From an optimization exercise on the open Yosys and OpenROAD flow, aimed at small area; shortcuts taken in it are not production practice. Power figures rest on the tool's default switching activity, not on a simulated workload.

middle:
==> flow/design.v <==
`timescale 1ns/1ns
package dram_pkg;
  localparam int ADDR_WIDTH = 32;
  localparam int CH_WIDTH   = 5;    
  localparam int BK_WIDTH   = 4;    
  localparam int ROW_WIDTH  = 14;
  localparam int COL_WIDTH  = 5;
  localparam int COL_LSB   = 3;
  localparam int BK_LSB    = 8;
  localparam int ROW_LSB   = 12;
  localparam int CH_LSB    = 26;
  localparam int RANGE_BIT = 31;    
  localparam int CFR_IDX_LSB = 3;   
  localparam int CFR_NUM     = 4;
  typedef logic [ADDR_WIDTH-1:0]      host_addr_t;
  typedef logic [CH_WIDTH-1:0]        ch_addr_t;
  typedef logic [BK_WIDTH-1:0]        bk_addr_t;
  typedef logic [ROW_WIDTH-1:0]       row_addr_t;
  typedef logic [COL_WIDTH-1:0]       col_addr_t;
  typedef logic [$clog2(CFR_NUM)-1:0] cfr_idx_t;
endpackage
`timescale 1ns/1ns
package dma_pkt_pkg;
  localparam int DATA_WIDTH = 64;
  localparam int MASK_WIDTH = DATA_WIDTH / 8;   
  typedef logic [DATA_WIDTH-1:0] data_t;
  typedef logic [MASK_WIDTH-1:0] mask_t;        
  typedef enum logic {
    DRAM_RANGE = 1'b0,
    CFR_RANGE  = 1'b1
  } addr_range_t;
  typedef enum logic {
    WRITE = 1'b0,
    READ  = 1'b1
  } req_type_t;
  typedef enum logic [1:0] {
    DEST_WR   = 2'd0,   
    DEST_RD   = 2'd1,   
    DEST_DREG = 2'd2    
  } dest_t;
endpackage
`timescale 1ns/1ns
`timescale 1ns/1ns
`timescale 1ns/1ns
`timescale 1ns/1ns
module dma_pgen #(
  parameter int QUE_DEPTH = 8,
  parameter int QUE_PFULL = 5
) (
  input  logic                   clk,
  input  logic                   rst,
  input  logic                   in_valid,
  output logic                   in_ready,
  input  dram_pkg::host_addr_t   in_addr,
  input  dma_pkt_pkg::data_t     in_data,
  input  dma_pkt_pkg::mask_t     in_mask,
  input  logic                   in_isrd,
  output logic                   icnt_valid,
  input  logic                   icnt_rdy,
  output dma_pkt_pkg::req_type_t icnt_req_type,
  output dram_pkg::ch_addr_t     icnt_ch,
  output dram_pkg::bk_addr_t     icnt_bk,
  output dram_pkg::row_addr_t    icnt_row,
  output dram_pkg::col_addr_t    icnt_col,
  output dma_pkt_pkg::data_t     icnt_data,
  output dma_pkt_pkg::mask_t     icnt_mask,
  output logic                   orde_valid,
  input  logic                   orde_rdy,
  output dram_pkg::ch_addr_t     orde_ch,
  output dram_pkg::bk_addr_t     orde_bk,
  output dram_pkg::row_addr_t    orde_row,
  output dram_pkg::col_addr_t    orde_col,
  output logic                   dreg_valid,
  input  logic                   dreg_rdy,
  output dma_pkt_pkg::data_t     dreg_data
);
  localparam int NSLOT = 6;    
  localparam int EW    = 102;  
  logic       init_done;   
  logic       dec_valid;   
  logic       dec_mk;      
  logic [2:0] tk_ptr;      
  logic [2:0] rd_ptr;      
  logic       empty, pfull, take, exq_wr, load, pop;
  logic [2:0] tk_nx, rd_nx, wr_ptr;
  assign tk_nx  = {tk_ptr[1:0], ~tk_ptr[2]};
  assign rd_nx  = {rd_ptr[1:0], ~rd_ptr[2]};
  assign empty  = (tk_ptr == rd_ptr);
  assign pfull  = (tk_nx == rd_ptr);      
  assign take   = dec_valid && !pfull;
  assign exq_wr = take && dec_mk;
  assign wr_ptr = (dec_valid && dec_mk) ? tk_nx : tk_ptr;
  assign in_ready = init_done && (!dec_valid || !pfull);
  assign load     = in_valid && in_ready;
  always_ff @(posedge clk or posedge rst) begin
    if (rst) begin
      init_done <= 1'b0;
      dec_valid <= 1'b0;
      tk_ptr    <= '0;
      rd_ptr    <= '0;
    end else begin
      init_done <= 1'b1;
      if (load)        dec_valid <= 1'b1;
      else if (!pfull) dec_valid <= 1'b0;
      if (exq_wr) tk_ptr <= tk_nx;
      if (pop)    rd_ptr <= rd_nx;
    end
  end
  logic        in_cfr;
  logic [1:0]  in_idx;
  logic [63:0] cfr_reg [4];
  logic [63:0] cfr_d;
  assign in_cfr = in_addr[31];
  assign in_idx = in_addr[4:3];
  assign cfr_d  = rst ? '0 : in_data;
  always_ff @(posedge clk) begin
    for (int r = 0; r < 4; r++) begin
      for (int b = 0; b < 8; b++) begin
        if (rst || (load && in_cfr && !in_isrd && in_idx == r && in_mask[b])) begin
          cfr_reg[r][8*b +: 8] <= cfr_d[8*b +: 8];
        end
      end
    end
  end
  logic [EW-1:0]    slot [NSLOT];
  logic [EW-1:0]    ent_d;
  logic [NSLOT-1:0] wr_sel, rd_sel;
  logic        cfr_rd;
  logic [63:0] ent_data;
  assign cfr_rd   = in_cfr && in_isrd;
  assign ent_data = (in_data    & {64{!cfr_rd}}) |
                    (cfr_reg[0] & {64{cfr_rd && in_idx == 2'd0}}) |
                    (cfr_reg[1] & {64{cfr_rd && in_idx == 2'd1}}) |
                    (cfr_reg[2] & {64{cfr_rd && in_idx == 2'd2}}) |
                    (cfr_reg[3] & {64{cfr_rd && in_idx == 2'd3}});
  assign ent_d = {in_cfr, in_isrd, in_addr[30:3], ent_data, in_mask};
  assign wr_sel = {wr_ptr[2] & ~wr_ptr[1], wr_ptr[1] & ~wr_ptr[0], wr_ptr[2] & wr_ptr[0],
                   ~wr_ptr[2] & wr_ptr[1], ~wr_ptr[1] & wr_ptr[0], ~wr_ptr[2] & ~wr_ptr[0]};
  assign rd_sel = {rd_ptr[2] & ~rd_ptr[1], rd_ptr[1] & ~rd_ptr[0], rd_ptr[2] & rd_ptr[0],
                   ~rd_ptr[2] & rd_ptr[1], ~rd_ptr[1] & rd_ptr[0], ~rd_ptr[2] & ~rd_ptr[0]};
  always_ff @(posedge clk) begin
    if (load) dec_mk <= !in_cfr || in_isrd;
    for (int k = 0; k < NSLOT; k++) begin
      if (load && wr_sel[k]) slot[k] <= ent_d;
    end
  end
  logic [EW-1:0] head;
  always_comb begin
    head = '0;
    for (int k = 0; k < NSLOT; k++) begin
      head = head | (slot[k] & {EW{rd_sel[k]}});
    end
  end
  logic h_cfr, h_rd;
  assign h_cfr = head[101];
  assign h_rd  = head[100];
  assign icnt_valid = !empty && !h_cfr && (!h_rd || orde_rdy);
  assign orde_valid = !empty && !h_cfr && h_rd && icnt_rdy;
  assign dreg_valid = !empty && h_cfr;
  assign pop        = !empty && (h_cfr ? dreg_rdy : (icnt_rdy && (!h_rd || orde_rdy)));
  assign icnt_req_type = dma_pkt_pkg::req_type_t'(h_rd);
  assign {icnt_ch, icnt_row, icnt_bk, icnt_col} = head[99:72];   
  assign {orde_ch, orde_row, orde_bk, orde_col} = head[99:72];
  assign icnt_data = head[71:8];
  assign dreg_data = head[71:8];
  assign icnt_mask = head[7:0];
endmodule
==> flow/config.mk <==
export PLATFORM = sky130hd
export DESIGN_NAME = dma_pgen
export DESIGN_NICKNAME = dma_pgen
export VERILOG_FILES = /design/flow/design.v
export SDC_FILE = /design/flow/constraint.sdc
export NUM_CORES = 4
export LEC_CHECK = 0
export ABC_AREA = 1
export CAP_MARGIN = 20
export CORE_MARGIN = 2
export CORE_UTILIZATION = 40
export SLEW_MARGIN = 20
==> flow/constraint.sdc <==
create_clock -name core_clock -period 5.0 [get_ports {clk}]
set_input_delay 1.0000 -clock core_clock [delete_from_list [all_inputs] [get_ports {clk}]]
set_output_delay 1.0000 -clock core_clock [all_outputs]
set_load 0.01 [all_outputs]
standard.sh (not shown) runs the stock make flow with config.mk's settings and CLKGATE_MAP_FILE= SYNTH_SCRIPT=/design/flow/synth_recipe.tcl, a recipe that flattens the netlist after the stock synthesis.
==> flow/flow/run.sh <==
#!/bin/bash
# Standard layout, with the smallest buffer on the ports and no CTS dummy loads.
set -euo pipefail
bash standard.sh \
  "BUFFER_PORTS_ARGS=-buffer_cell sky130_fd_sc_hd__buf_1" \
  "CTS_ARGS=-sink_clustering_enable -repair_clock_nets -dont_use_dummy_load -buf_list sky130_fd_sc_hd__clkbuf_16 -sink_clustering_size 30 -sink_clustering_max_diameter 90" \
  finish > standard.log 2>&1
Input-level comparison between east and middle:
# middle
export LEC_CHECK = 0
export ABC_AREA = 1
export CAP_MARGIN = 20
export CORE_MARGIN = 2
export CORE_UTILIZATION = 40
export SLEW_MARGIN = 20
create_clock -name core_clock -period 5.0 [get_ports {clk}]
# east
export LEC_CHECK = 0
export ABC_AREA = 1
export CAP_MARGIN = 20
export CORE_MARGIN = 2
export CORE_UTILIZATION = 60
export SLEW_MARGIN = 20
create_clock -name core_clock -period 5.0 [get_ports {clk}]
[summary]
- No stage failed in east, and the final checks on the layout all came back clean.
- Diff east..middle | flip-flop and latch count | unchanged
- Between east and middle, non-clock buffer count is higher for middle, east comes in under that.
- Comparing utilization for east and middle, the bigger number came from east.
- Compared with middle, in east number of non-filler instances in the completed layout decreased about 9%; total design power shrank by about 1.4%.
- Wire length on east is down relative to middle.
- [compare] base=middle new=east: final critical-path required period decreased 0.071 ns; setup slack climbed 0.071 ns; relative contribution of combinational cells to total power went down; total of clock buffers placed in the layout held.
No run of this note included a check of the RTL's function; only the layout flow was run.

## afterwards: timing with drivers on the ports
The results above use ideal ports. As a check the final layouts listed here were re-extracted and re-timed, cells and wires unchanged.
Step 1 sets driving cells, clkbuf_16 on the clock port and buf_2 on the other inputs (assumed; they add their load-dependent delay and slew).
Step 2 times the ports against the registers' clock, not the clock port: input delays grow and output delays shrink by t, the midpoint of the rising clock arrivals with the driver on.
a / b / c = no drivers / after step 1 / after step 2; a / b = the first two.
run | shift t [ns] | setup slack, ns | worst hold slack (ns) | worst setup path after step 2 | worst register clock-pin slew, ns
middle | 0.650 | 0.951 / 0.883 / 1.279 | 0.577 / 0.577 / 0.577 | input to register | 0.11 / 0.11
east | 0.635 | 1.021 / 0.959 / 1.505 | 0.584 / 0.584 / 0.584 | input to register | 0.11 / 0.11
After both steps every run listed still meets setup and hold.
